Background: an optimization exercise with open tools, aiming at small area. Do not read the settings as production practice.
RTL that was checked went through simulation tests only; none was proved equivalent to the original.
No functional check of the RTL was part of runs 2 and 3.
No activity file was given, so power comes from the tool's default toggle rates.

**flow/flow/restructure.tcl**
```tcl
# Area recovery after floorplan: re-map the combinational logic with ABC for
# area (OpenROAD restructure). Registers are not touched.
set lib_in [lindex $::env(LIB_FILES) 0]
set work $::env(RESULTS_DIR)/restructure
file mkdir $work
set lib_out $work/lib_dont_use.lib

# a copy of the library with the platform's don't-use cells marked dont_use,
# so that ABC leaves them out
set fh [open $lib_in r]
set text [read $fh]
close $fh
set out ""
set pos 0
foreach {whole name} [regexp -all -inline -indices {cell\s*\(\s*"?([A-Za-z0-9_]+)"?\s*\)\s*\{} $text] {
  set end [lindex $whole 1]
  set cell [string range $text [lindex $name 0] [lindex $name 1]]
  append out [string range $text $pos $end]
  foreach pattern $::env(DONT_USE_CELLS) {
    if { [string match $pattern $cell] } {
      append out "\n    dont_use : true;"
      break
    }
  }
  set pos [expr {$end + 1}]
}
append out [string range $text $pos end]
set fh [open $lib_out w]
puts -nonewline $fh $out
close $fh

set tielo "[lindex $::env(TIELO_CELL_AND_PORT) 0]/[lindex $::env(TIELO_CELL_AND_PORT) 1]"
set tiehi "[lindex $::env(TIEHI_CELL_AND_PORT) 0]/[lindex $::env(TIEHI_CELL_AND_PORT) 1]"
report_design_area
restructure -target area -liberty_file $lib_out -tielo_port $tielo -tiehi_port $tiehi \
  -work_dir $work
report_design_area
```
**flow/design.v**
```verilog
module cnn_mac (input logic [7:0] a, input logic [7:0] b, input logic [19:0] acc,
                input logic clr, output logic [19:0] q);
    logic p1;
    logic p2;
    logic p3;
    logic p4;
    logic p5;
    logic p6;
    logic p7;
    logic p8;
    logic p9;
    logic p10;
    logic p11;
    logic p12;
    logic p13;
    logic p14;
    logic p15;
    logic p16;
    logic p17;
    logic p18;
    logic p19;
    logic p20;
    logic p21;
    logic p22;
    logic p23;
    logic p24;
    logic p25;
    logic p26;
    logic p27;
    logic p28;
    logic p29;
    logic p30;
    logic p31;
    logic p32;
    logic p33;
    logic p34;
    logic p35;
    logic p36;
    logic p37;
    logic p38;
    logic p39;
    logic p40;
    logic p41;
    logic p42;
    logic p43;
    logic p44;
    logic p45;
    logic p46;
    logic p47;
    logic p48;
    logic p49;
    logic p50;
    logic p51;
    logic p52;
    logic p53;
    logic p54;
    logic p55;
    logic p56;
    logic p57;
    logic p58;
    logic p59;
    logic p60;
    logic p61;
    logic p62;
    logic p63;
    logic p64;
    logic p65;
    logic p66;
    logic p67;
    logic p68;
    logic p69;
    logic p70;
    logic p71;
    logic p72;
    logic p73;
    logic p74;
    logic p75;
    logic p76;
    logic p77;
    logic p78;
    logic p79;
    logic p80;
    logic p81;
    logic p82;
    logic p83;
    logic p84;
    logic s85;
    logic c86;
    logic s87;
    logic c88;
    logic s89;
    logic c90;
    logic s91;
    logic c92;
    logic s93;
    logic c94;
    logic s95;
    logic c96;
    logic s97;
    logic c98;
    logic s99;
    logic c100;
    logic s101;
    logic c102;
    logic s103;
    logic c104;
    logic s105;
    logic c106;
    logic s107;
    logic c108;
    logic s109;
    logic c110;
    logic s111;
    logic c112;
    logic s113;
    logic c114;
    logic s115;
    logic c116;
    logic s117;
    logic c118;
    logic s119;
    logic c120;
    logic s121;
    logic c122;
    logic s123;
    logic c124;
    logic s125;
    logic c126;
    logic s127;
    logic c128;
    logic s129;
    logic c130;
    logic s131;
    logic c132;
    logic s133;
    logic c134;
    logic s135;
    logic c136;
    logic s137;
    logic c138;
    logic s139;
    logic c140;
    logic s141;
    logic c142;
    logic s143;
    logic c144;
    logic s145;
    logic c146;
    logic s147;
    logic c148;
    logic s149;
    logic c150;
    logic s151;
    logic c152;
    logic s153;
    logic c154;
    logic s155;
    logic c156;
    logic s157;
    logic c158;
    logic s159;
    logic c160;
    logic s161;
    logic c162;
    logic s163;
    logic c164;
    logic s165;
    logic c166;
    logic s167;
    logic c168;
    logic s169;
    logic c170;
    logic s171;
    logic c172;
    logic s173;
    logic c174;
    logic s175;
    logic c176;
    logic s177;
    logic c178;
    logic s179;
    logic c180;
    logic s181;
    logic c182;
    logic s183;
    logic c184;
    logic s185;
    logic c186;
    logic s187;
    logic c188;
    logic s189;
    logic c190;
    logic s191;
    logic c192;
    logic s193;
    logic c194;
    logic s195;
    logic c196;
    logic s197;
    logic c198;
    logic s199;
    logic c200;
    logic s201;
    logic c202;
    logic s203;
    logic c204;
    logic s205;
    logic c206;
    logic s207;
    logic c208;
    logic r209;
    logic rc210;
    logic r211;
    logic rc212;
    logic r213;
    logic rc214;
    logic r215;
    logic rc216;
    logic r217;
    logic rc218;
    logic r219;
    logic rc220;
    logic r221;
    logic rc222;
    logic r223;
    logic rc224;
    logic r225;
    logic rc226;
    logic r227;
    logic rc228;
    logic r229;
    logic rc230;
    logic r231;
    logic rc232;
    logic r233;
    logic rc234;
    logic r235;
    logic rc236;
    logic r237;
    logic rc238;
    logic r239;
    logic rc240;
    logic r241;
    logic rc242;
    logic r243;
    logic rc244;
    logic r245;
    logic rc246;
    logic r247;
    logic rc248;
    assign p1 = (a[0] & b[0]);
    assign p2 = (acc[0] & ~clr);
    assign p3 = (a[0] & b[1]);
    assign p4 = (a[1] & b[0]);
    assign p5 = (acc[1] & ~clr);
    assign p6 = (a[0] & b[2]);
    assign p7 = (a[1] & b[1]);
    assign p8 = (a[2] & b[0]);
    assign p9 = (acc[2] & ~clr);
    assign p10 = (a[0] & b[3]);
    assign p11 = (a[1] & b[2]);
    assign p12 = (a[2] & b[1]);
    assign p13 = (a[3] & b[0]);
    assign p14 = (acc[3] & ~clr);
    assign p15 = (a[0] & b[4]);
    assign p16 = (a[1] & b[3]);
    assign p17 = (a[2] & b[2]);
    assign p18 = (a[3] & b[1]);
    assign p19 = (a[4] & b[0]);
    assign p20 = (acc[4] & ~clr);
    assign p21 = (a[0] & b[5]);
    assign p22 = (a[1] & b[4]);
    assign p23 = (a[2] & b[3]);
    assign p24 = (a[3] & b[2]);
    assign p25 = (a[4] & b[1]);
    assign p26 = (a[5] & b[0]);
    assign p27 = (acc[5] & ~clr);
    assign p28 = (a[0] & b[6]);
    assign p29 = (a[1] & b[5]);
    assign p30 = (a[2] & b[4]);
    assign p31 = (a[3] & b[3]);
    assign p32 = (a[4] & b[2]);
    assign p33 = (a[5] & b[1]);
    assign p34 = (a[6] & b[0]);
    assign p35 = (acc[6] & ~clr);
    assign p36 = ~(a[0] & b[7]);
    assign p37 = (a[1] & b[6]);
    assign p38 = (a[2] & b[5]);
    assign p39 = (a[3] & b[4]);
    assign p40 = (a[4] & b[3]);
    assign p41 = (a[5] & b[2]);
    assign p42 = (a[6] & b[1]);
    assign p43 = (a[7] & b[0]);
    assign p44 = (acc[7] & ~clr);
    assign p45 = ~(a[1] & b[7]);
    assign p46 = (a[2] & b[6]);
    assign p47 = (a[3] & b[5]);
    assign p48 = (a[4] & b[4]);
    assign p49 = (a[5] & b[3]);
    assign p50 = (a[6] & b[2]);
    assign p51 = (a[7] & b[1]);
    assign p52 = (acc[8] & ~clr);
    assign p53 = ~(a[2] & b[7]);
    assign p54 = (a[3] & b[6]);
    assign p55 = (a[4] & b[5]);
    assign p56 = (a[5] & b[4]);
    assign p57 = (a[6] & b[3]);
    assign p58 = (a[7] & b[2]);
    assign p59 = (acc[9] & ~clr);
    assign p60 = ~(a[3] & b[7]);
    assign p61 = (a[4] & b[6]);
    assign p62 = (a[5] & b[5]);
    assign p63 = (a[6] & b[4]);
    assign p64 = (a[7] & b[3]);
    assign p65 = (acc[10] & ~clr);
    assign p66 = ~(a[4] & b[7]);
    assign p67 = (a[5] & b[6]);
    assign p68 = (a[6] & b[5]);
    assign p69 = (a[7] & b[4]);
    assign p70 = (acc[11] & ~clr);
    assign p71 = ~(a[5] & b[7]);
    assign p72 = (a[6] & b[6]);
    assign p73 = (a[7] & b[5]);
    assign p74 = (acc[12] & ~clr);
    assign p75 = ~(a[6] & b[7]);
    assign p76 = (a[7] & b[6]);
    assign p77 = (acc[13] & ~clr);
    assign p78 = ~(a[7] & b[7]);
    assign p79 = (acc[14] & ~clr);
    assign p80 = (acc[15] & ~clr);
    assign p81 = (acc[16] & ~clr);
    assign p82 = (acc[17] & ~clr);
    assign p83 = (acc[18] & ~clr);
    assign p84 = (acc[19] & ~clr);
    assign s85 = p36 ^ p37;
    assign c86 = p36 & p37;
    assign s87 = p21 ^ p22;
    assign c88 = p21 & p22;
    cnn_fa u_s89 (.x(p28), .y(p29), .z(p30), .s(s89), .c(c90));
    assign s91 = p31 ^ p32;
    assign c92 = p31 & p32;
    cnn_fa u_s93 (.x(p38), .y(p39), .z(p40), .s(s93), .c(c94));
    cnn_fa u_s95 (.x(p41), .y(p42), .z(p43), .s(s95), .c(c96));
    assign s97 = 1'b1 ^ p44;
    assign c98 = 1'b1 & p44;
    cnn_fa u_s99 (.x(p45), .y(p46), .z(p47), .s(s99), .c(c100));
    cnn_fa u_s101 (.x(p48), .y(p49), .z(p50), .s(s101), .c(c102));
    cnn_fa u_s103 (.x(p51), .y(p52), .z(c86), .s(s103), .c(c104));
    cnn_fa u_s105 (.x(p53), .y(p54), .z(p55), .s(s105), .c(c106));
    cnn_fa u_s107 (.x(p56), .y(p57), .z(p58), .s(s107), .c(c108));
    cnn_fa u_s109 (.x(p60), .y(p61), .z(p62), .s(s109), .c(c110));
    assign s111 = p10 ^ p11;
    assign c112 = p10 & p11;
    cnn_fa u_s113 (.x(p15), .y(p16), .z(p17), .s(s113), .c(c114));
    assign s115 = p18 ^ p19;
    assign c116 = p18 & p19;
    cnn_fa u_s117 (.x(p23), .y(p24), .z(p25), .s(s117), .c(c118));
    cnn_fa u_s119 (.x(p26), .y(p27), .z(s87), .s(s119), .c(c120));
    cnn_fa u_s121 (.x(p33), .y(p34), .z(p35), .s(s121), .c(c122));
    cnn_fa u_s123 (.x(c88), .y(s89), .z(s91), .s(s123), .c(c124));
    cnn_fa u_s125 (.x(s85), .y(c90), .z(c92), .s(s125), .c(c126));
    cnn_fa u_s127 (.x(s93), .y(s95), .z(s97), .s(s127), .c(c128));
    cnn_fa u_s129 (.x(c94), .y(c96), .z(c98), .s(s129), .c(c130));
    cnn_fa u_s131 (.x(s99), .y(s101), .z(s103), .s(s131), .c(c132));
    cnn_fa u_s133 (.x(p59), .y(c100), .z(c102), .s(s133), .c(c134));
    cnn_fa u_s135 (.x(c104), .y(s105), .z(s107), .s(s135), .c(c136));
    cnn_fa u_s137 (.x(p63), .y(p64), .z(p65), .s(s137), .c(c138));
    cnn_fa u_s139 (.x(c106), .y(c108), .z(s109), .s(s139), .c(c140));
    cnn_fa u_s141 (.x(p66), .y(p67), .z(p68), .s(s141), .c(c142));
    cnn_fa u_s143 (.x(p69), .y(p70), .z(c110), .s(s143), .c(c144));
    cnn_fa u_s145 (.x(p71), .y(p72), .z(p73), .s(s145), .c(c146));
    assign s147 = p6 ^ p7;
    assign c148 = p6 & p7;
    cnn_fa u_s149 (.x(p12), .y(p13), .z(p14), .s(s149), .c(c150));
    cnn_fa u_s151 (.x(p20), .y(c112), .z(s113), .s(s151), .c(c152));
    cnn_fa u_s153 (.x(c114), .y(c116), .z(s117), .s(s153), .c(c154));
    cnn_fa u_s155 (.x(c118), .y(c120), .z(s121), .s(s155), .c(c156));
    cnn_fa u_s157 (.x(c122), .y(c124), .z(s125), .s(s157), .c(c158));
    cnn_fa u_s159 (.x(c126), .y(c128), .z(s129), .s(s159), .c(c160));
    cnn_fa u_s161 (.x(c130), .y(c132), .z(s133), .s(s161), .c(c162));
    cnn_fa u_s163 (.x(c134), .y(c136), .z(s137), .s(s163), .c(c164));
    cnn_fa u_s165 (.x(c138), .y(c140), .z(s141), .s(s165), .c(c166));
    cnn_fa u_s167 (.x(p74), .y(c142), .z(c144), .s(s167), .c(c168));
    cnn_fa u_s169 (.x(p75), .y(p76), .z(p77), .s(s169), .c(c170));
    assign s171 = p3 ^ p4;
    assign c172 = p3 & p4;
    cnn_fa u_s173 (.x(p8), .y(p9), .z(s147), .s(s173), .c(c174));
    cnn_fa u_s175 (.x(s111), .y(c148), .z(s149), .s(s175), .c(c176));
    cnn_fa u_s177 (.x(s115), .y(c150), .z(s151), .s(s177), .c(c178));
    cnn_fa u_s179 (.x(s119), .y(c152), .z(s153), .s(s179), .c(c180));
    cnn_fa u_s181 (.x(s123), .y(c154), .z(s155), .s(s181), .c(c182));
    cnn_fa u_s183 (.x(s127), .y(c156), .z(s157), .s(s183), .c(c184));
    cnn_fa u_s185 (.x(s131), .y(c158), .z(s159), .s(s185), .c(c186));
    cnn_fa u_s187 (.x(s135), .y(c160), .z(s161), .s(s187), .c(c188));
    cnn_fa u_s189 (.x(s139), .y(c162), .z(s163), .s(s189), .c(c190));
    cnn_fa u_s191 (.x(s143), .y(c164), .z(s165), .s(s191), .c(c192));
    cnn_fa u_s193 (.x(s145), .y(c166), .z(s167), .s(s193), .c(c194));
    cnn_fa u_s195 (.x(c146), .y(c168), .z(s169), .s(s195), .c(c196));
    cnn_fa u_s197 (.x(p78), .y(p79), .z(c170), .s(s197), .c(c198));
    assign s199 = 1'b1 ^ p80;
    assign c200 = 1'b1 & p80;
    assign s201 = 1'b1 ^ p81;
    assign c202 = 1'b1 & p81;
    assign s203 = 1'b1 ^ p82;
    assign c204 = 1'b1 & p82;
    assign s205 = 1'b1 ^ p83;
    assign c206 = 1'b1 & p83;
    assign s207 = 1'b1 ^ p84;
    assign c208 = 1'b1 & p84;
    assign r209 = p1 ^ p2;
    assign rc210 = p1 & p2;
    cnn_fa u_r211 (.x(p5), .y(s171), .z(rc210), .s(r211), .c(rc212));
    cnn_fa u_r213 (.x(c172), .y(s173), .z(rc212), .s(r213), .c(rc214));
    cnn_fa u_r215 (.x(c174), .y(s175), .z(rc214), .s(r215), .c(rc216));
    cnn_fa u_r217 (.x(c176), .y(s177), .z(rc216), .s(r217), .c(rc218));
    cnn_fa u_r219 (.x(c178), .y(s179), .z(rc218), .s(r219), .c(rc220));
    cnn_fa u_r221 (.x(c180), .y(s181), .z(rc220), .s(r221), .c(rc222));
    cnn_fa u_r223 (.x(c182), .y(s183), .z(rc222), .s(r223), .c(rc224));
    cnn_fa u_r225 (.x(c184), .y(s185), .z(rc224), .s(r225), .c(rc226));
    cnn_fa u_r227 (.x(c186), .y(s187), .z(rc226), .s(r227), .c(rc228));
    cnn_fa u_r229 (.x(c188), .y(s189), .z(rc228), .s(r229), .c(rc230));
    cnn_fa u_r231 (.x(c190), .y(s191), .z(rc230), .s(r231), .c(rc232));
    cnn_fa u_r233 (.x(c192), .y(s193), .z(rc232), .s(r233), .c(rc234));
    cnn_fa u_r235 (.x(c194), .y(s195), .z(rc234), .s(r235), .c(rc236));
    cnn_fa u_r237 (.x(c196), .y(s197), .z(rc236), .s(r237), .c(rc238));
    cnn_fa u_r239 (.x(c198), .y(s199), .z(rc238), .s(r239), .c(rc240));
    cnn_fa u_r241 (.x(c200), .y(s201), .z(rc240), .s(r241), .c(rc242));
    cnn_fa u_r243 (.x(c202), .y(s203), .z(rc242), .s(r243), .c(rc244));
    cnn_fa u_r245 (.x(c204), .y(s205), .z(rc244), .s(r245), .c(rc246));
    cnn_fa u_r247 (.x(c206), .y(s207), .z(rc246), .s(r247), .c(rc248));
    assign q = {r247, r245, r243, r241, r239, r237, r235, r233, r231, r229, r227, r225, r223, r221, r219, r217, r215, r213, r211, r209};
endmodule
module cnn_fa (input logic x, input logic y, input logic z, output logic s, output logic c);
    assign s = x ^ y ^ z;
    assign c = (x & y) | (x & z) | (y & z);
endmodule
`timescale 1ns/1ns
module cnn_top
(
    input  logic        clk,
    input  logic        reset,
    input  logic        load_req,
    input  logic [15:0] load_cmd,        
    output logic        load_ack,
    input  logic        run_req,
    output logic        run_ack,
    output logic [81:0] result           
);
    localparam logic [2:0] S_IDLE  = 3'd0;      
    localparam logic [2:0] S_CONV  = 3'd2;      
    localparam logic [2:0] S_CONV2 = 3'd3;      
    localparam logic [2:0] S_DENSE = 3'd4;
    localparam logic [2:0] S_FIN   = 3'd5;      
    localparam logic [2:0] S_ACK   = 3'd6;
    logic [2:0]  state;
    logic [5:0]  phi;
    logic [1:0]  ph;                         
    logic [1:0]  pl;                         
    logic [1:0]  cls;
    logic        wflag;                      
    logic [63:0][7:0] img;
    logic [8:0][7:0]  flt;
    logic [35:0][7:0] wts;
    logic [8:0][7:0]  fea;
    logic signed [19:0] scores [0:3];
    logic [1:0]  win_class;
    assign result = {win_class, scores[3], scores[2], scores[1], scores[0]};
    logic psi0;
    logic psi_end;
    logic t_last;                            
    assign psi0    = ph == 2'd0 && pl == 2'd0;
    assign psi_end = ph == 2'd2 && pl == 2'd2;
    assign t_last  = psi_end && cls == 2'd3 && phi == 6'd63;
    always_ff @(posedge clk or negedge reset)
    begin
        if (!reset)
        begin
            phi <= '0;
            ph  <= '0;
            pl  <= '0;
            cls <= '0;
        end
        else
        begin
            phi <= phi + 6'd1;
            if (pl == 2'd2)
            begin
                pl <= 2'd0;
                ph <= (ph == 2'd2) ? 2'd0 : ph + 2'd1;
            end
            else
            begin
                pl <= pl + 2'd1;
            end
            if (psi_end)
            begin
                cls <= cls + 2'd1;
            end
        end
    end
    logic [1:0] tgt;
    logic [5:0] addr;
    logic [7:0] din;
    logic [1:0] img_port;                    
    logic [3:0] psi;
    logic [5:0] a_d;                         
    logic       a_hit;                       
    logic [1:0] a_q;
    logic       pending;
    logic       wr_ok;
    logic       ack_ok;
    logic       hit_img, hit_flt, hit_wts, ignored, we;
    assign tgt  = load_cmd[15:14];
    assign addr = load_cmd[13:8];
    assign din  = load_cmd[7:0];
    assign img_port = {addr[5] ^ ~phi[5] ^ (addr[4] & ~phi[4]), addr[4] ^ ~phi[4]};
    assign psi   = {ph, 1'b0} + 4'(ph) + 4'(pl);
    assign a_d   = addr - 6'(psi);
    assign a_hit = a_d == 6'd0 || a_d == 6'd9 || a_d == 6'd18 || a_d == 6'd27;
    assign a_q   = a_d[4:3];
    assign hit_img = tgt == 2'd0 && addr[3:0] == phi[3:0];
    assign hit_flt = tgt == 2'd1 && a_d == 6'd0;
    assign hit_wts = tgt == 2'd2 && addr < 6'd36 && a_hit;
    assign ignored = tgt == 2'd3 || (tgt == 2'd1 && addr >= 6'd9)
                     || (tgt == 2'd2 && addr >= 6'd36);
    assign pending = load_req && !load_ack;
    assign ack_ok  = state == S_IDLE && !run_req;
    assign wr_ok   = ack_ok || state == S_ACK;      
    assign we      = pending && wr_ok;
    always_ff @(posedge clk or negedge reset)
    begin
        if (!reset)
        begin
            load_ack <= 1'b0;
            wflag    <= 1'b0;
        end
        else
        begin
            wflag <= pending && (wflag || (we && (hit_img || hit_flt || hit_wts)));
            if (pending && ack_ok && (hit_img || hit_flt || hit_wts || ignored || wflag))
            begin
                load_ack <= 1'b1;
            end
            else if (!load_req)
            begin
                load_ack <= 1'b0;
            end
        end
    end
    always_ff @(posedge clk)
    begin
        for (int p = 0; p < 64; p++)
        begin
            img[p] <= img[(p + 1) % 64];
        end
        for (int m = 0; m < 4; m++)
        begin
            if (we && hit_img && img_port == 2'(m))
            begin
                img[16*m + 15] <= din;
            end
        end
    end
    always_ff @(posedge clk)
    begin
        for (int p = 0; p < 8; p++)
        begin
            flt[p] <= flt[p + 1];
        end
        flt[8] <= (we && hit_flt) ? din : flt[0];
    end
    always_ff @(posedge clk)
    begin
        for (int p = 0; p < 36; p++)
        begin
            wts[p] <= wts[(p + 1) % 36];
        end
        for (int m = 0; m < 4; m++)
        begin
            if (we && hit_wts && a_q - cls == 2'(m + 1))
            begin
                wts[9*m + 8] <= din;
            end
        end
    end
    logic [7:0]  opa;                        
    logic [7:0]  opb;                        
    logic signed [19:0] sum;                 
    logic dense;
    logic idle;                              
    logic hold;                              
    logic upd;                               
    assign dense = state == S_DENSE;
    assign idle  = (state == S_CONV && cls[0]) || (state == S_CONV2 && !cls[0]);
    assign hold  = idle || state == S_FIN || state == S_ACK;
    always_comb
    begin
        if (dense || idle)
        begin
            opa = fea[0];
        end
        else
        begin
            opa = (ph == 2'd0) ? img[0] : (ph == 2'd1) ? img[5] : img[10];
        end
        if (dense)
        begin
            opb = wts[0];
        end
        else if (hold)
        begin
            opb = upd ? 8'hff : 8'h00;
        end
        else
        begin
            opb = flt[0];
        end
    end
    cnn_mac u_mac (.a(opa), .b(opb), .acc(scores[3]), .clr(psi0 && !hold), .q(sum));
    always_ff @(posedge clk)
    begin
        scores[3] <= sum;
    end
    logic [5:0] slot_o;
    logic [3:0] tgt_g;
    logic       tgt_first;                   
    logic [7:0] relu;
    assign slot_o = phi - 6'd8;
    assign tgt_g     = scores[2][3:0];
    assign tgt_first = scores[2][4];
    assign upd  = idle && tgt_g == {ph, pl};
    assign relu = scores[3][19] ? 8'd0 : (|scores[3][18:8]) ? 8'd255 : scores[3][7:0];
    always_ff @(posedge clk)
    begin
        for (int p = 0; p < 8; p++)
        begin
            fea[p] <= fea[p + 1];
        end
        if (upd && (tgt_first || !sum[19]))
        begin
            fea[8] <= relu;
        end
        else
        begin
            fea[8] <= fea[0];
        end
    end
    logic       cmp;
    logic [1:0] cmp_cls;
    logic [19:0] nbest;                      
    logic [20:0] gtc;                        
    logic [19:0] ca;
    logic [19:0] cb;
    assign cmp     = (dense && psi0 && cls != 2'd0) || state == S_FIN;
    assign cmp_cls = cls - 2'd1;
    assign nbest   = ~((scores[0] & {20{win_class == 2'd0}}) | (scores[1] & {20{win_class == 2'd1}})
                       | (scores[2] & {20{win_class[1]}}));
    assign ca     = {~scores[3][19], scores[3][18:0]};
    assign cb     = {~nbest[19], nbest[18:0]};
    assign gtc[0] = 1'b0;
    for (genvar i = 0; i < 20; i++)
    begin : g_gt
        assign gtc[i + 1] = (ca[i] & cb[i]) | (ca[i] & gtc[i]) | (cb[i] & gtc[i]);
    end
    always_ff @(posedge clk)
    begin
        if ((state == S_CONV || state == S_CONV2) && psi_end)
        begin
            scores[2][3:0] <= {slot_o[5:4], slot_o[2:1]};
            scores[2][4]   <= !slot_o[3] && !slot_o[0];
        end
        if (cmp)
        begin
            for (int q = 0; q < 3; q++)
            begin
                if (cmp_cls == 2'(q))
                begin
                    scores[q] <= scores[3];
                end
            end
            if (cmp_cls == 2'd0 || gtc[20])
            begin
                win_class <= cmp_cls;
            end
        end
    end
    assign run_ack = state == S_ACK;
    always_ff @(posedge clk or negedge reset)
    begin
        if (!reset)
        begin
            state   <= S_IDLE;
        end
        else
        begin
            case (state)
                S_IDLE:
                begin
                    if (run_req && t_last)
                    begin
                        state <= S_CONV;
                    end
                end
                S_CONV:
                begin
                    if (t_last)
                    begin
                        state <= S_CONV2;
                    end
                end
                S_CONV2:
                begin
                    if (t_last)
                    begin
                        state <= S_DENSE;
                    end
                end
                S_DENSE:
                begin
                    if (psi_end && cls == 2'd3)
                    begin
                        state <= S_FIN;
                    end
                end
                S_FIN:
                begin
                    state <= S_ACK;
                end
                default:
                begin
                    if (!run_req)
                    begin
                        state <= S_IDLE;
                    end
                end
            endcase
        end
    end
endmodule
```
**flow/flow/run.sh**
```bash
#!/bin/bash
# The standard layout (standard.sh, ORFS) with these changes:
# - input and output ports are buffered with the smallest buffer;
# - clock tree synthesis uses clkbuf_8 sink clusters of up to 20 flip-flops and no dummy loads;
# - after floorplan, OpenROAD's restructure re-maps the combinational logic for
#   area (flow/restructure.tcl); registers are kept as synthesized.
# The make output goes to standard.log; each ORFS step keeps its own log.
set -euo pipefail
here=$(pwd)
export BUFFER_PORTS_ARGS="-buffer_cell sky130_fd_sc_hd__buf_1"
export CTS_ARGS="-sink_clustering_enable -repair_clock_nets -dont_use_dummy_load -buf_list sky130_fd_sc_hd__clkbuf_8 -sink_clustering_size 20 -sink_clustering_max_diameter 70"
export POST_FLOORPLAN_TCL="$here/flow/restructure.tcl"
bash standard.sh > standard.log 2>&1
```
**flow/config.mk**
```make
export PLATFORM = sky130hd
export DESIGN_NAME = cnn_top
export DESIGN_NICKNAME = cnn_top
export VERILOG_FILES = /design/flow/design.v
export SDC_FILE = /design/flow/constraint.sdc
export NUM_CORES = 4
export LEC_CHECK = 0
export ABC_AREA = 1
export CAP_MARGIN = 20
export CORE_MARGIN = 2
export CORE_UTILIZATION = 70
export SLEW_MARGIN = 20
```
**flow/standard.sh**
```bash
#!/bin/bash
# synth_recipe.tcl (not shown) runs the flow's synth.tcl, then flattens the netlist and writes it again
# the make line also repeats each setting of config.mk as NAME=value (left out here)
make -C /OpenROAD-flow-scripts/flow DESIGN_CONFIG=/design/flow/config.mk WORK_HOME=/design/flow/orfs CLKGATE_MAP_FILE= SYNTH_SCRIPT=/design/flow/synth_recipe.tcl "${@:-finish}"
```
**flow/constraint.sdc**
```tcl
create_clock -name core_clock -period 10.0 [get_ports {clk}]
set_input_delay 2.0000 -clock core_clock [delete_from_list [all_inputs] [get_ports {clk}]]
set_output_delay 2.0000 -clock core_clock [all_outputs]
set_load 0.01 [all_outputs]
```
==> out/summary.txt, run 1 <==
Post-CTS Hold Buffers: 0
Async SR Flop Fraction: 0.0163
Hold Crit Start: fea[59]
Post_cts resized: 0
Commonest non-fill, non-tap cell in the layout: dfxtp_1
Crit-path max cell delay: 450 ps
H-tree depth: 2
Seq/Total Area, Yosys: 0.801
DR vias: 13,867
Yosys reg bits: 1,043
CP Max Fanout: 13
Detail Route Antenna Nets: 0
Final #Nets: 2,139
Crit end category: register
Placed cell areas: 0.0276 mm^2
Reg2Reg Depth: 52
# IOs: 104
Cell Count Post-Placement: 2,567
Filler cells: 2,339
Pre-CTS setup slack: 93.3 ps
Final Skew: 157 ps
CP top delay family: compound AO/OA/AOI/OAI gates
Initial antenna violation count: 0
Synth unique cells: 51
Die Width: 200 um
Net Count, Synth: 2,022
Core Region: 0.0378 mm^2
PnR worst setup slack: 1040 ps
Reg-to-reg slack, setup: 1040 ps
Vias in the first global route: 13,237
Setup TNS Final: 0 ps
Kind of critical path: reg2reg
Final min period: 8960 ps
Synth top area cells: dfxtp_1, edfxtp_1, fa_1
Leakage: 10.6 nW
Top_reg_cell synth: dfxtp_1
Register clock-pin slew on the reported worst setup and hold paths: 120 ps
Status: no timing/DRC/antenna violations
Cell depth of the worst setup path: 52
GRT Util Overall: 0.235
Area leader, netlist: dfxtp_1
Starting Density: 0.712
# Post-CTS Setup Buffers: 0
Tcrit/Tclk final: 0.896
First-pass GRT wire length: 71,200 um
Final wirelength: 45,800 um
CTS tree: built
Clock latency (worst-skew pair): 700 ps
Max Freq: 112 MHz
Drt wl/cell: 17.4 um
Total CTS buffers: 60
Clock Tree Root: clkbuf_8
P&R area growth vs syn: 5.99%
HPWL after detailed placement: 30,600 um
Placer congestion estimate: 0.836
CP Launch Type: register
Synthesized cell area: 0.0269 mm^2
Commonest cells after routing, fill and taps aside: dfxtp_1, nor2_1, buf_1, o21ai_0, clkinv_1
Full die area: 0.0400 mm^2
Yosys top cell area share: 0.721
Via/cell ratio: 5.28
Worst Setup SP: state[1]
Max Buffers Root-to-Sink: 3
EDFF count, synth: 57
Total gr overflow: 0
Total power: 7.48 mW
Slowest-stage cell, CP: dfrtp_1
Fin cells: 2,628
Reg-to-reg startpoint: state[1]
Worst min-delay path class: reg2reg
Slew headroom: 0.312
Synth warn: 3
Unrepaired setup endpoints after global routing: false
Die Ht: 200 um
Syn_area_per_cell: 14.1 um^2
Final setup fails: 0
Worst setup endpoint: fea[66]
Initial DRT Pass Iterations: 9
CP arrival: 9520 ps
N_diodes: 0
CP required: 10,550 ps
Worst flop-to-flop path endpoint: fea[66]
I/O Buffers: 103
VDD IR max: 0.199 mV
Number of DRC markers in iteration 0: 793
Final max-slew violation count: 0
DRC: 0
Row Count: 71
Final Hold Vio Count: 0
Buffers plus inverters on the worst setup path: 4
Share of layout cells above drive strength 1: 0.0453
Top cell by count, worst path: nor2_1
Total power per unit cell area: 262 mW/mm^2
Final instance area: 0.0285 mm^2
# Max-Cap Violations: 0
Worst-margin pin slew: 1030 ps
Mapped Cells: 1,908
Largest net degree at the start of global routing: 24
Sink Count: 1,043
## flip-flops by register name, summed over array words and instances (netlist names)
name	flops
wflag	1
scores	80
fea	72
load_ack	1
img	512
phi	6
flt	72
cls	2
state	3
win_class	2
wts	288
ph	2
pl	2
## Yosys cell counts (4+ instances only)
library cell	count
clkbuf_1	6
ha_1	25
o21ai_0	65
nand3_1	19
a22o_1	9
nand3_4	4
fa_1	69
o211ai_1	7
buf_2	6
dfrtp_1	17
nor2_1	66
nor3_1	5
inv_1	168
xnor2_1	10
dfxtp_1	969
o21ai_2	8
o22ai_1	14
o21bai_1	5
or2_2	4
buf_6	5
nand2_1	245
a21oi_1	16
edfxtp_1	57
xor2_1	9
o21ai_1	59
inv_2	4
## cell type report
cell class / instances / area (um^2) / share of cell area
timing repair buffer: 120 / 518 / 0.0182
inverter: 89 / 342 / 0.0120
tap: 511 / 639 / 0.0224
clock buffer: 60 / 826 / 0.0290
sequential: 1043 / 21500 / 0.756
multi-input combinational: 805 / 4640 / 0.163
## worst reg2reg max path, delay by kind of cell (launching register included)
kind / cells / cell delay, ps
flip-flops: 1 / 450
AO/OA/AOI/OAI: 23 / 3830
XOR/XNOR: 1 / 170
buffers and inverters: 4 / 690
AND/OR/NAND/NOR: 24 / 3720
## per-stage QoR
stage / hold slack [ps] / utilization
2_1_floorplan: 310 / -
6_report: 237 / 0.755
5_1_grt: 240 / 0.755
3_5_place_dp: 312 / 0.731
4_1_cts: 243 / 0.753
3_3_place_gp: 310 / 0.731
## logic make-up (layout without fill, tap and decap cells)
family / count (synthesis) / count (layout) / share of synthesized area
AOI/OAI and AO/OA: 194 / 415 / 0.0418
xor gates and xnor gates: 20 / 10 / 0.00679
adders and majority gates: 94 / 0 / 0.0630
buffers and inverters: 193 / 269 / 0.0288
DFF: 1043 / 1043 / 0.801
muxes: 1 / 0 / 0.000419
and+or+nand+nor: 363 / 380 / 0.0583
## how the worst min path moves through the flow
| stage | end | slack [ps] | cells after the start |
|---|---|---|---|
| 3_5_place_dp | img[441] | 310 | 0 |
| 5_1_grt | fea[51] | 240 | 0 |
| 3_3_place_gp | flt[39] | 310 | 0 |
| 6_report | fea[51] | 240 | 0 |
| 2_1_floorplan | fea[0] | 310 | 0 |
| 4_1_cts | fea[51] | 240 | 0 |
## power by group
group          leakage (nW)  internal, mW  switching (mW)
clock                 0.431         0.539            1.11
combinational          1.66         0.480           0.833
sequential             8.55          4.36           0.157
## metal layers
layer  part of all wire  routed length [um]  GRT usage  vias up
met5                  0                   0          0        -
met4              0.018                 841     0.0579        0
met3              0.045                2060     0.0402       63
met2               0.45               20700      0.376      311
met1               0.49               22300      0.339     6501
li1                   -                   -          -     6992
==> inputs of run 2 (changes only) <==
--- a/flow/design.v
+++ b/flow/design.v
@@ -209,44 +209,4 @@
     logic s207;
     logic c208;
-    logic r209;
-    logic rc210;
-    logic r211;
-    logic rc212;
-    logic r213;
-    logic rc214;
-    logic r215;
-    logic rc216;
-    logic r217;
-    logic rc218;
-    logic r219;
-    logic rc220;
-    logic r221;
-    logic rc222;
-    logic r223;
-    logic rc224;
-    logic r225;
-    logic rc226;
-    logic r227;
-    logic rc228;
-    logic r229;
-    logic rc230;
-    logic r231;
-    logic rc232;
-    logic r233;
-    logic rc234;
-    logic r235;
-    logic rc236;
-    logic r237;
-    logic rc238;
-    logic r239;
-    logic rc240;
-    logic r241;
-    logic rc242;
-    logic r243;
-    logic rc244;
-    logic r245;
-    logic rc246;
-    logic r247;
-    logic rc248;
     assign p1 = (a[0] & b[0]);
     assign p2 = (acc[0] & ~clr);
@@ -408,26 +368,6 @@
     assign s207 = 1'b1 ^ p84;
     assign c208 = 1'b1 & p84;
-    assign r209 = p1 ^ p2;
-    assign rc210 = p1 & p2;
-    cnn_fa u_r211 (.x(p5), .y(s171), .z(rc210), .s(r211), .c(rc212));
-    cnn_fa u_r213 (.x(c172), .y(s173), .z(rc212), .s(r213), .c(rc214));
-    cnn_fa u_r215 (.x(c174), .y(s175), .z(rc214), .s(r215), .c(rc216));
-    cnn_fa u_r217 (.x(c176), .y(s177), .z(rc216), .s(r217), .c(rc218));
-    cnn_fa u_r219 (.x(c178), .y(s179), .z(rc218), .s(r219), .c(rc220));
-    cnn_fa u_r221 (.x(c180), .y(s181), .z(rc220), .s(r221), .c(rc222));
-    cnn_fa u_r223 (.x(c182), .y(s183), .z(rc222), .s(r223), .c(rc224));
-    cnn_fa u_r225 (.x(c184), .y(s185), .z(rc224), .s(r225), .c(rc226));
-    cnn_fa u_r227 (.x(c186), .y(s187), .z(rc226), .s(r227), .c(rc228));
-    cnn_fa u_r229 (.x(c188), .y(s189), .z(rc228), .s(r229), .c(rc230));
-    cnn_fa u_r231 (.x(c190), .y(s191), .z(rc230), .s(r231), .c(rc232));
-    cnn_fa u_r233 (.x(c192), .y(s193), .z(rc232), .s(r233), .c(rc234));
-    cnn_fa u_r235 (.x(c194), .y(s195), .z(rc234), .s(r235), .c(rc236));
-    cnn_fa u_r237 (.x(c196), .y(s197), .z(rc236), .s(r237), .c(rc238));
-    cnn_fa u_r239 (.x(c198), .y(s199), .z(rc238), .s(r239), .c(rc240));
-    cnn_fa u_r241 (.x(c200), .y(s201), .z(rc240), .s(r241), .c(rc242));
-    cnn_fa u_r243 (.x(c202), .y(s203), .z(rc242), .s(r243), .c(rc244));
-    cnn_fa u_r245 (.x(c204), .y(s205), .z(rc244), .s(r245), .c(rc246));
-    cnn_fa u_r247 (.x(c206), .y(s207), .z(rc246), .s(r247), .c(rc248));
-    assign q = {r247, r245, r243, r241, r239, r237, r235, r233, r231, r229, r227, r225, r223, r221, r219, r217, r215, r213, r211, r209};
+    assign q = {c206, c204, c202, c200, c198, c196, c194, c192, c190, c188, c186, c184, c182, c180, c178, c176, c174, c172, p5, p1}
+             + {s207, s205, s203, s201, s199, s197, s195, s193, s191, s189, s187, s185, s183, s181, s179, s177, s175, s173, s171, p2};
 endmodule
 module cnn_fa (input logic x, input logic y, input logic z, output logic s, output logic c);
==> flow/flow/run.sh (replaced) <==
#!/bin/bash
# The standard layout (standard.sh, ORFS) with these changes:
# - input and output ports are buffered with the smallest buffer;
# - clock tree synthesis uses clkbuf_8 sink clusters and no dummy loads;
# - after floorplan, OpenROAD's restructure re-maps the combinational logic for
#   area (flow/restructure.tcl); registers are kept as synthesized.
# The make output goes to standard.log; each ORFS step keeps its own log.
set -euo pipefail
here=$(pwd)
export BUFFER_PORTS_ARGS="-buffer_cell sky130_fd_sc_hd__buf_1"
export CTS_ARGS="-sink_clustering_enable -repair_clock_nets -dont_use_dummy_load -buf_list sky130_fd_sc_hd__clkbuf_8 -sink_clustering_size 18 -sink_clustering_max_diameter 60"
export POST_FLOORPLAN_TCL="$here/flow/restructure.tcl"
bash standard.sh > standard.log 2>&1
--- a/flow/config.mk
+++ b/flow/config.mk
@@ -6,7 +6,6 @@
 export NUM_CORES = 4
 export LEC_CHECK = 0
-export ABC_AREA = 1
 export CAP_MARGIN = 20
 export CORE_MARGIN = 2
-export CORE_UTILIZATION = 70
+export CORE_UTILIZATION = 60
 export SLEW_MARGIN = 20
==> run 2 against run 1 <==
Net effect: power decreased by 1.2%; core utilization decreased by 12 points; largest cell class unchanged; cell area increased by 1.8%; cell count increased by 5.1%; non-clock buffer count unchanged; still clean.
==> out/summary.txt, run 2 <==
CP top delay family: compound AO/OA/AOI/OAI gates
Compound-cell area share of the yosys netlist: 0.0344 (-0.00741)
Largest net degree at the start of global routing: 32 (+33%)
DRC: 0 (unchanged)
Initial antenna violation count: 1 (+1)
Filler cells: 3,413 (+46%)
Clock Tree Root: clkbuf_8
# Post-CTS Setup Buffers: 0 (unchanged)
Max Freq: 131 MHz (+18%)
Final Skew: 108 ps (-49.1 ps)
Synthesized cell area: 0.0276 mm^2 (+2.6%)
Top cell by count, worst path: o21ai_0
CP Max Fanout: 16 (+3)
Full die area: 0.0477 mm^2 (+19%)
Worst Setup SP: ph[0]
Seq/Total Area, Yosys: 0.781 (-0.0202)
Most frequent cell after synthesis: dfxtp_1
First-pass GRT wire length: 73,300 um (+2.9%)
# Max-Cap Violations: 0 (unchanged)
Synth top area cells: dfxtp_1, edfxtp_1, fa_1
Synth warn: 3 (unchanged)
Post-synthesis adder-cell area fraction: 0.0601 (-0.00286)
Sink Count: 1,043 (unchanged)
Tcrit/Tclk final: 0.761 (-0.136)
Via/cell ratio: 5.19 (-1.6%)
Synth top cells by count: dfxtp_1, inv_1, nor2_1, mux2_2, a21oi_1
Max Buffers Root-to-Sink: 3 (unchanged)
Reg2Reg Depth: 29 (-44%)
Reg-to-reg startpoint: ph[0]
Biggest register: img
Starting Density: 0.608 (-0.104)
Yosys reg bits: 1,043 (unchanged)
Die Ht: 218 um (+9.2%)
Buffers plus inverters on the worst setup path: 3 (-1)
Core Region: 0.0454 mm^2 (+20%)
Syn_area_per_cell: 15.0 um^2 (+6.1%)
Post-CTS Hold Buffers: 0 (unchanged)
Yosys top cell area share: 0.703 (-0.0182)
Post-Synth XOR/XNOR Area: 0.0142 (+0.00736)
Vias in the first global route: 13,571 (+2.5%)
Final max-slew violation count: 0 (unchanged)
Reg-to-reg slack, setup: 2390 ps (+1360 ps)
Slew headroom: 0.295 (-0.0179)
Final min period: 7610 ps (-1360 ps)
EDFF count, synth: 57 (unchanged)
Max FFs per register: 512 (unchanged)
Largest family of logic cells by synthesized area: adder cells
Die Width: 218 um (+9.2%)
DR vias: 14,342 (+3.4%)
Top_reg_cell synth: dfxtp_1
Row Count: 78 (+9.9%)
Hold Path Sink: flt[7]
Simple-gate share of the synthesized area: 0.0448 (-0.0135)
# IOs: 104 (unchanged)
CP required: 10,560 ps (about the same)
Setup TNS Final: 0 ps (unchanged)
Hold Crit Start: flt[15]
PnR worst setup slack: 2390 ps (+1360 ps)
Drt wl/cell: 16.9 um (-3.3%)
Post-synthesis mux area share: 0.0493 (+0.0489)
Min-Delay Path Depth: 0 (unchanged)
VDD IR max: 0.195 mV (-1.6%)
Status: no timing/DRC/antenna violations
Leakage: 10.8 nW (+1.8%)
GRT Util Overall: 0.200 (-0.0348)
Crit end category: register
Initial DRT Pass Iterations: 7 (-2)
Final wirelength: 46,600 um (+1.7%)
Slowest-stage cell, CP: nor4_1
Placer congestion estimate: 0.846 (+1.1%)
Crit-path max cell delay: 740 ps (+290 ps)
Biggest regs: img (512), wts (288), scores (80)
Final setup fails: 0 (unchanged)
Clock latency (worst-skew pair): 660 ps (-40 ps)
CP Launch Type: register
Worst min-delay path class: reg2reg
Number of DRC markers in iteration 0: 971 (+22%)
I/O Buffers: 103 (unchanged)
Register clock-pin slew on the reported worst setup and hold paths: 100 ps (-20 ps)
Mapped Cells: 1,845 (-3.3%)
HPWL after detailed placement: 31,600 um (+3.3%)
Total gr overflow: 0 (unchanged)
Worst-margin pin slew: 1050 ps (+22.8 ps)
Detail Route Antenna Nets: 0 (unchanged)
Final #Nets: 2,184 (+2.1%)
Pre-CTS setup slack: 2540 ps (+2450 ps)
Area leader, netlist: dfxtp_1
Post_cts resized: 0 (unchanged)
Async SR Flop Fraction: 0.0163 (unchanged)
Net Count, Synth: 1,960 (-3.1%)
Final Hold Vio Count: 0 (unchanged)
Kind of critical path: reg2reg
H-tree depth: 3 (+1)
Worst flop-to-flop path endpoint: fea[66]
Synth unique cells: 61 (+20%)
Share of layout cells above drive strength 1: 0.0430 (-0.00233)
Commonest non-fill, non-tap cell in the layout: dfxtp_1
Commonest cells after routing, fill and taps aside: dfxtp_1, nor2_1, o21ai_0, buf_1, clkinv_1
Total power per unit cell area: 255 mW/mm^2 (-3.0%)
CTS tree: built
CP arrival: 8170 ps (-1350 ps)
Total CTS buffers: 71 (+18%)
P&R area growth vs syn: 5.15%
Unrepaired setup endpoints after global routing: false
==> run 2: changes by cell type in the layout (fill, tap and decap cells not counted), sizes merged, moves of 13 or more <==
| cell | change |
|---|---|
| clkinv | +14 |
| a21oi | -22 |
| o21ai | +15 |
| a221o | +18 |
| nand2 | -17 |
| a222oi | -17 |
| xnor2 | +13 |
==> run 2: per-layer routing <==
| layer | global-route usage | up-vias | share of wire |
|---|---|---|---|
| li1 | - | 7214 | - |
| met3 | 0.0392 | 67 | 0.054 |
| met2 | 0.306 | 376 | 0.43 |
| met4 | 0.0658 | 0 | 0.021 |
| met5 | 0 | - | 0 |
| met1 | 0.288 | 6685 | 0.49 |
==> run 2: final cells by class <==
| class | count | area (um^2) | share of cell area |
|---|---|---|---|
| Antenna cell | 1 | 2.50 | 0.0000863 |
| Clock buffer | 71 | 977 | 0.0337 |
| Inverter | 100 | 375 | 0.0129 |
| Multi-Input combinational cell | 828 | 4850 | 0.167 |
| Sequential cell | 1043 | 21500 | 0.742 |
| Tap cell | 600 | 751 | 0.0259 |
| Timing Repair Buffer | 120 | 515 | 0.0178 |
==> run 2: how the worst max path moves through the flow <==
| stage | end | slack, ps | cells after the start |
|---|---|---|---|
| after floorplan | fea[64] | 3730 | 23 |
| after global placement | fea[69] | 2810 | 30 |
| after detailed placement | fea[66] | 2540 | 30 |
| after CTS | fea[66] | 2470 | 30 |
| after global routing | fea[66] | 1420 | 32 |
| final | fea[66] | 2390 | 29 |
==> run 2: kinds of logic (layout without fill, tap and decap cells) <==
family                   after synthesis  after routing
AND/OR/NAND/NOR                      255            365
AO/OA/AOI/OAI                        158            444
adder cells (fa/ha/maj)              103              0
multiplexers                         125              0
XOR/XNOR                              43             19
flip-flops                          1043           1043
buffers and inverters                118            291
other                                  0              1
==> run 2: worst register-to-register path, delay by kind of cell, from the launching register on <==
family	cells	cell delay, ps
buffers and inverters	3	930
AND/OR/NAND/NOR	12	2770
AO/OA/AOI/OAI	13	3070
XOR/XNOR	1	170
flip-flops	1	600
==> run 2: power by group <==
part | internal, mW | switching (mW) | leakage (nW)
clock | 0.641 | 1.13 | 0.510
sequential | 4.35 | 0.139 | 8.53
combinational | 0.403 | 0.727 | 1.80
total | 5.39 | 1.99 | 10.8
==> run 2: stage by stage <==
stage               power, mW  hold slack [ps]   util  instances  cell area [um^2]
CTS                      7.45              243  0.639       2762             29000
detailed placement       5.70              312  0.618       2691             28000
global route             7.76              259  0.639       2762             29000
finish                   7.39              256  0.639       2763             29000
floorplan                5.18              310      -       1845             27600
global placement         5.66              309  0.618       2691             28000
==> inputs of run 3 (changes only) <==
--- a/flow/design.v
+++ b/flow/design.v
@@ -209,4 +209,44 @@
     logic s207;
     logic c208;
+    logic r209;
+    logic rc210;
+    logic r211;
+    logic rc212;
+    logic r213;
+    logic rc214;
+    logic r215;
+    logic rc216;
+    logic r217;
+    logic rc218;
+    logic r219;
+    logic rc220;
+    logic r221;
+    logic rc222;
+    logic r223;
+    logic rc224;
+    logic r225;
+    logic rc226;
+    logic r227;
+    logic rc228;
+    logic r229;
+    logic rc230;
+    logic r231;
+    logic rc232;
+    logic r233;
+    logic rc234;
+    logic r235;
+    logic rc236;
+    logic r237;
+    logic rc238;
+    logic r239;
+    logic rc240;
+    logic r241;
+    logic rc242;
+    logic r243;
+    logic rc244;
+    logic r245;
+    logic rc246;
+    logic r247;
+    logic rc248;
     assign p1 = (a[0] & b[0]);
     assign p2 = (acc[0] & ~clr);
@@ -368,6 +408,26 @@
     assign s207 = 1'b1 ^ p84;
     assign c208 = 1'b1 & p84;
-    assign q = {c206, c204, c202, c200, c198, c196, c194, c192, c190, c188, c186, c184, c182, c180, c178, c176, c174, c172, p5, p1}
-             + {s207, s205, s203, s201, s199, s197, s195, s193, s191, s189, s187, s185, s183, s181, s179, s177, s175, s173, s171, p2};
+    assign r209 = p1 ^ p2;
+    assign rc210 = p1 & p2;
+    cnn_fa u_r211 (.x(p5), .y(s171), .z(rc210), .s(r211), .c(rc212));
+    cnn_fa u_r213 (.x(c172), .y(s173), .z(rc212), .s(r213), .c(rc214));
+    cnn_fa u_r215 (.x(c174), .y(s175), .z(rc214), .s(r215), .c(rc216));
+    cnn_fa u_r217 (.x(c176), .y(s177), .z(rc216), .s(r217), .c(rc218));
+    cnn_fa u_r219 (.x(c178), .y(s179), .z(rc218), .s(r219), .c(rc220));
+    cnn_fa u_r221 (.x(c180), .y(s181), .z(rc220), .s(r221), .c(rc222));
+    cnn_fa u_r223 (.x(c182), .y(s183), .z(rc222), .s(r223), .c(rc224));
+    cnn_fa u_r225 (.x(c184), .y(s185), .z(rc224), .s(r225), .c(rc226));
+    cnn_fa u_r227 (.x(c186), .y(s187), .z(rc226), .s(r227), .c(rc228));
+    cnn_fa u_r229 (.x(c188), .y(s189), .z(rc228), .s(r229), .c(rc230));
+    cnn_fa u_r231 (.x(c190), .y(s191), .z(rc230), .s(r231), .c(rc232));
+    cnn_fa u_r233 (.x(c192), .y(s193), .z(rc232), .s(r233), .c(rc234));
+    cnn_fa u_r235 (.x(c194), .y(s195), .z(rc234), .s(r235), .c(rc236));
+    cnn_fa u_r237 (.x(c196), .y(s197), .z(rc236), .s(r237), .c(rc238));
+    cnn_fa u_r239 (.x(c198), .y(s199), .z(rc238), .s(r239), .c(rc240));
+    cnn_fa u_r241 (.x(c200), .y(s201), .z(rc240), .s(r241), .c(rc242));
+    cnn_fa u_r243 (.x(c202), .y(s203), .z(rc242), .s(r243), .c(rc244));
+    cnn_fa u_r245 (.x(c204), .y(s205), .z(rc244), .s(r245), .c(rc246));
+    cnn_fa u_r247 (.x(c206), .y(s207), .z(rc246), .s(r247), .c(rc248));
+    assign q = {r247, r245, r243, r241, r239, r237, r235, r233, r231, r229, r227, r225, r223, r221, r219, r217, r215, r213, r211, r209};
 endmodule
 module cnn_fa (input logic x, input logic y, input logic z, output logic s, output logic c);
@@ -391,5 +451,5 @@
     localparam logic [2:0] S_CONV2 = 3'd3;      
     localparam logic [2:0] S_DENSE = 3'd4;
-    localparam logic [2:0] S_FIN   = 3'd5;      
+    localparam logic [2:0] S_ARG   = 3'd5;      
     localparam logic [2:0] S_ACK   = 3'd6;
     logic [2:0]  state;
@@ -531,10 +591,22 @@
     logic hold;                              
     logic upd;                               
-    assign dense = state == S_DENSE;
-    assign idle  = (state == S_CONV && cls[0]) || (state == S_CONV2 && !cls[0]);
-    assign hold  = idle || state == S_FIN || state == S_ACK;
+    logic [1:0] ast;                         
+    logic armed;                             
+    logic arg_first;                         
+    logic arg_second;                        
+    logic arg_final;                         
+    logic fw;                                
+    logic inv;
+    assign dense      = state == S_DENSE;
+    assign idle       = (state == S_CONV && cls[0]) || (state == S_CONV2 && !cls[0]);
+    assign arg_first  = state == S_ARG && ast != 2'd3 && !armed && cls == win_class;
+    assign arg_second = state == S_ARG && ast != 2'd3 && armed && cls == ast + 2'd1;
+    assign arg_final  = state == S_ARG && ast == 2'd3 && cls == 2'd3;
+    assign fw         = dense || arg_first || arg_second || arg_final;
+    assign hold       = idle || state == S_ACK || (state == S_ARG && !fw);
+    assign inv        = psi0 && arg_second;
     always_comb
     begin
-        if (dense || idle)
+        if (fw || idle)
         begin
             opa = fea[0];
@@ -544,5 +616,5 @@
             opa = (ph == 2'd0) ? img[0] : (ph == 2'd1) ? img[5] : img[10];
         end
-        if (dense)
+        if (fw)
         begin
             opb = wts[0];
@@ -557,5 +629,6 @@
         end
     end
-    cnn_mac u_mac (.a(opa), .b(opb), .acc(scores[3]), .clr(psi0 && !hold), .q(sum));
+    cnn_mac u_mac (.a(opa), .b(opb), .acc(scores[3] ^ {20{inv}}), .clr(psi0 && !hold && !arg_second),
+                   .q(sum));
     always_ff @(posedge clk)
     begin
@@ -588,19 +661,6 @@
     logic       cmp;
     logic [1:0] cmp_cls;
-    logic [19:0] nbest;                      
-    logic [20:0] gtc;                        
-    logic [19:0] ca;
-    logic [19:0] cb;
-    assign cmp     = (dense && psi0 && cls != 2'd0) || state == S_FIN;
+    assign cmp     = dense && psi0 && cls != 2'd0;
     assign cmp_cls = cls - 2'd1;
-    assign nbest   = ~((scores[0] & {20{win_class == 2'd0}}) | (scores[1] & {20{win_class == 2'd1}})
-                       | (scores[2] & {20{win_class[1]}}));
-    assign ca     = {~scores[3][19], scores[3][18:0]};
-    assign cb     = {~nbest[19], nbest[18:0]};
-    assign gtc[0] = 1'b0;
-    for (genvar i = 0; i < 20; i++)
-    begin : g_gt
-        assign gtc[i + 1] = (ca[i] & cb[i]) | (ca[i] & gtc[i]) | (cb[i] & gtc[i]);
-    end
     always_ff @(posedge clk)
     begin
@@ -619,8 +679,26 @@
                 end
             end
-            if (cmp_cls == 2'd0 || gtc[20])
+        end
+    end
+    always_ff @(posedge clk)
+    begin
+        if (dense && psi_end && cls == 2'd3)
+        begin
+            win_class <= 2'd0;
+            ast       <= 2'd0;
+            armed     <= 1'b0;
+        end
+        else if (psi_end && arg_first)
+        begin
+            armed <= 1'b1;
+        end
+        else if (psi_end && arg_second)
+        begin
+            if (!sum[19])
             begin
-                win_class <= cmp_cls;
+                win_class <= ast + 2'd1;
             end
+            ast   <= ast + 2'd1;
+            armed <= 1'b0;
         end
     end
@@ -660,10 +738,13 @@
                     if (psi_end && cls == 2'd3)
                     begin
-                        state <= S_FIN;
+                        state <= S_ARG;
                     end
                 end
-                S_FIN:
+                S_ARG:
                 begin
-                    state <= S_ACK;
+                    if (psi_end && arg_final)
+                    begin
+                        state <= S_ACK;
+                    end
                 end
                 default:
==> flow/flow/run.sh (replaced) <==
#!/bin/bash
# The standard layout (standard.sh, ORFS) with these changes:
# - input and output ports are buffered with the smallest buffer;
# - clock tree synthesis uses clkbuf_8 sink clusters of up to 20 flip-flops and no dummy loads;
# - after floorplan, OpenROAD's restructure re-maps the combinational logic for
#   area (flow/restructure.tcl); registers are kept as synthesized.
# The make output goes to standard.log; each ORFS step keeps its own log.
set -euo pipefail
here=$(pwd)
export BUFFER_PORTS_ARGS="-buffer_cell sky130_fd_sc_hd__buf_1"
export CTS_ARGS="-sink_clustering_enable -repair_clock_nets -dont_use_dummy_load -buf_list sky130_fd_sc_hd__clkbuf_8 -sink_clustering_size 20 -sink_clustering_max_diameter 60"
export POST_FLOORPLAN_TCL="$here/flow/restructure.tcl"
bash standard.sh > standard.log 2>&1
--- a/flow/config.mk
+++ b/flow/config.mk
@@ -6,6 +6,7 @@
 export NUM_CORES = 4
 export LEC_CHECK = 0
+export ABC_AREA = 1
 export CAP_MARGIN = 20
 export CORE_MARGIN = 2
-export CORE_UTILIZATION = 60
+export CORE_UTILIZATION = 70
 export SLEW_MARGIN = 20
==> run 3 against run 2 <==
Net effect: area after synthesis down 2.9%; largest power group unchanged; flip-flop and latch count up 3; wire length rose by 0.70%; worst setup slack got worse by 1500 ps; critical endpoint is now fea[68]; clock skew fell by 5.0 ps; combinational power grew 100%; global-route usage rose by 4.2 points; clock-buffer cell count down 11; fmax decreased by 16%; first-iteration DRC count shrank 18%; still clean on timing, DRC and antenna.
==> out/summary.txt, run 3 <==
Status: no timing/DRC/antenna violations
Largest net degree at the start of global routing: 34 (+6.3%)
Final wirelength: 46,900 um (+0.70%)
Die Width: 200 um (-8.6%)
Sink Count: 1,046 (+0.29%)
Final max-slew violation count: 0 (unchanged)
Synth warn: 2 (-1)
Share of layout cells above drive strength 1: 0.0544 (+0.0114)
Crit end category: register
H-tree depth: 2 (-1)
Seq/Total Area, Yosys: 0.805 (+0.0246)
CTS tree: built
Worst flop-to-flop path endpoint: fea[68]
Max Buffers Root-to-Sink: 3 (unchanged)
Starting Density: 0.711 (+0.103)
Drt wl/cell: 17.9 um (+6.0%)
Unrepaired setup endpoints after global routing: false
Die Ht: 200 um (-8.6%)
Yosys reg bits: 1,046 (+0.29%)
HPWL after detailed placement: 31,200 um (-1.3%)
Hold Path Sink: flt[14]
Hold WS: 252 ps (-3.81 ps)
Synth unique cells: 42 (-31%)
Slew headroom: 0.298 (+0.00333)
Min-Delay Path Depth: 0 (unchanged)
Synthesized cell area: 0.0268 mm^2 (-2.9%)
Setup TNS Final: 0 ps (unchanged)
Commonest cells after routing, fill and taps aside: dfxtp_1, nor2_1, buf_1, clkinv_1, o21ai_0
First-pass GRT wire length: 72,700 um (-0.83%)
GRT Util Overall: 0.242 (+0.0417)
Via/cell ratio: 5.25 (+1.1%)
Async SR Flop Fraction: 0.0163 (-0.0000467)
P&R area growth vs syn: 6.61%
# Max-Cap Violations: 0 (unchanged)
Max Freq: 110 MHz (-16%)
EDFF count, synth: 55 (-3.5%)
CP required: 10,530 ps (-30 ps)
Full die area: 0.0399 mm^2 (-16%)
DR vias: 13,780 (-3.9%)
Final min period: 9060 ps (+1450 ps)
Clock Tree Root: clkbuf_8
Pre-CTS setup slack: -208 ps (-2750 ps)
Commonest non-fill, non-tap cell in the layout: dfxtp_1
Synth top area cells: dfxtp_1, edfxtp_1, fa_1
Final Hold Vio Count: 0 (unchanged)
Placer congestion estimate: 0.854 (+1.0%)
CP arrival: 9580 ps (+1410 ps)
I/O Buffers: 103 (unchanged)
Yosys top cell area share: 0.728 (+0.0245)
Hold Crit Start: flt[22]
CP Max Fanout: 10 (-6)
VDD IR max: 0.263 mV (+35%)
Synth top cells by count: dfxtp_1, nand2_1, inv_1, o21ai_0, fa_1
Total CTS buffers: 60 (-15%)
Worst-margin pin slew: 1050 ps (-0.923 ps)
Top cell by count, worst path: nor2_1
N_diodes: 0 (-1)
Tcrit/Tclk final: 0.906 (+0.145)
Vias in the first global route: 13,409 (-1.2%)
Reg2Reg Depth: 57 (+97%)
# IOs: 104 (unchanged)
Biggest regs: img (512), wts (288), scores (80)
Worst min-delay path class: reg2reg
Most frequent cell after synthesis: dfxtp_1
Final #Nets: 2,136 (-2.2%)
Total gr overflow: 0 (unchanged)
Leakage: 10.7 nW (-1.1%)
Top_reg_cell synth: dfxtp_1
Total power: 8.47 mW (+15%)
Core Region: 0.0377 mm^2 (-17%)
Core Util, Final: 0.758 (+0.119)
Area leader, netlist: dfxtp_1
Detail Route Antenna Nets: 0 (unchanged)
Initial DRT Pass Iterations: 5 (-2)
Max FFs per register: 512 (unchanged)
CP Launch Type: register
Mapped Cells: 1,889 (+2.4%)
Register clock-pin slew on the reported worst setup and hold paths: 120 ps (+20 ps)
Final setup fails: 0 (unchanged)
PnR worst setup slack: 942 ps (-1450 ps)
Initial antenna violation count: 0 (-1)
Number of DRC markers in iteration 0: 795 (-18%)
Buffers plus inverters on the worst setup path: 8 (+5)
Biggest register: img
Reg-to-reg startpoint: state[2]
Kind of critical path: reg2reg
CP top delay family: compound AO/OA/AOI/OAI gates
Reg-to-reg slack, setup: 940 ps (-1450 ps)
Clock latency (worst-skew pair): 710 ps (+50 ps)
Filler cells: 2,248 (-34%)
Net Count, Synth: 2,003 (+2.2%)
Slowest-stage cell, CP: dfrtp_1
DRC: 0 (unchanged)
Syn_area_per_cell: 14.2 um^2 (-5.1%)
Crit-path max cell delay: 390 ps (-350 ps)
Row Count: 71 (-9.0%)
Final Skew: 103 ps (-5.01 ps)
Total power per unit cell area: 296 mW/mm^2 (+16%)
run 3: cell count changes in the layout (fill, tap and decap cells not counted), sizes merged, moves of 10 or more:
| cell | previous run | this run |
|---|---|---|
| a221o | 18 | 0 |
| o21ai | 119 | 103 |
| clkbuf | 72 | 61 |
| a211oi | 3 | 13 |
| o2bb2ai | 74 | 64 |
run 3: how the worst max path moves through the flow:
stage | start | endpoint | cells past startpoint
global placement | state[2] | fea[71] | 57
floorplan | state[2] | fea[64] | 37
detailed placement | state[2] | fea[71] | 57
CTS | state[2] | fea[71] | 56
global route | state[2] | fea[71] | 57
finish | state[2] | fea[68] | 57
run 3: through the flow:
step | std cells | cell area [um^2]
3_3_place_gp | 2564 | 27600
2_1_floorplan | 1889 | 26800
6_report | 2625 | 28600
4_1_cts | 2624 | 28400
3_5_place_dp | 2564 | 27600
5_1_grt | 2625 | 28600
run 3: repair_timing:
action,4_1_cts,5_1_grt
setup buffers,0,1
setup endpoints to repair,8,13
gates resized for setup,6,35
hold buffers,0,0
pin swaps,0,2
run 3: where the power goes:
| part | switching, mW | internal, mW | total [mW] |
|---|---|---|---|
| Clock | 1.12 | 0.540 | 1.66 |
| Combinational | 1.45 | 0.845 | 2.30 |
| Sequential | 0.125 | 4.38 | 4.51 |
run 3: cells by family after synthesis:
group	share of synthesized area
buffers and inverters	0.0271
AOI/OAI and AO/OA	0.0395
xor gates and xnor gates	0.00981
and+or+nand+nor	0.0551
adders and majority gates	0.0632
DFF	0.805
run 3: area by class of cell:
class / instances / area (um^2) / share of cell area
Tap cell: 511 / 639 / 0.0224
Multi-Input combinational cell: 776 / 4550 / 0.159
Clock buffer: 60 / 826 / 0.0289
Timing Repair Buffer: 128 / 576 / 0.0201
Sequential cell: 1046 / 21600 / 0.755
Inverter: 104 / 404 / 0.0141
run 3: per-layer routing:
| metal | GRT usage | wire length, um |
|---|---|---|
| met4 | 0.0840 | 1390 |
| met1 | 0.334 | 22000 |
| met2 | 0.395 | 21600 |
| met3 | 0.0354 | 1940 |
| met5 | 0 | 0 |

what the ideal ports hide:
No port has a modelled driver above. Below, the same layouts with a new extraction and two added sets of constraints. Step 1 (the two cells are an assumption about what drives the block):
set clk [get_ports {clk}]
set_driving_cell -lib_cell sky130_fd_sc_hd__clkbuf_16 $clk
set_driving_cell -lib_cell sky130_fd_sc_hd__buf_2 [delete_from_list [all_inputs] $clk]
Step 2 adds t to the input delays and takes it off the output delays; t is the mean of the earliest and latest rising clock arrival at the registers after step 1. Input paths then give back, and output paths get back, about the clock's delay inside the block. Three values: no drivers, after step 1, after step 2; two values: the first two.
| run | t, ns | setup slack, ns | cell pins on the clock port's net |
|---|---|---|---|
| run 1 | 0.673 | 1.036 / 1.036 / 1.036 | 1 |
| run 2 | 0.658 | 2.392 / 2.392 / 2.392 | 1 |
| run 3 | 0.707 | 0.942 / 0.942 / 0.942 | 1 |
After both steps setup and hold are still met in every run listed.
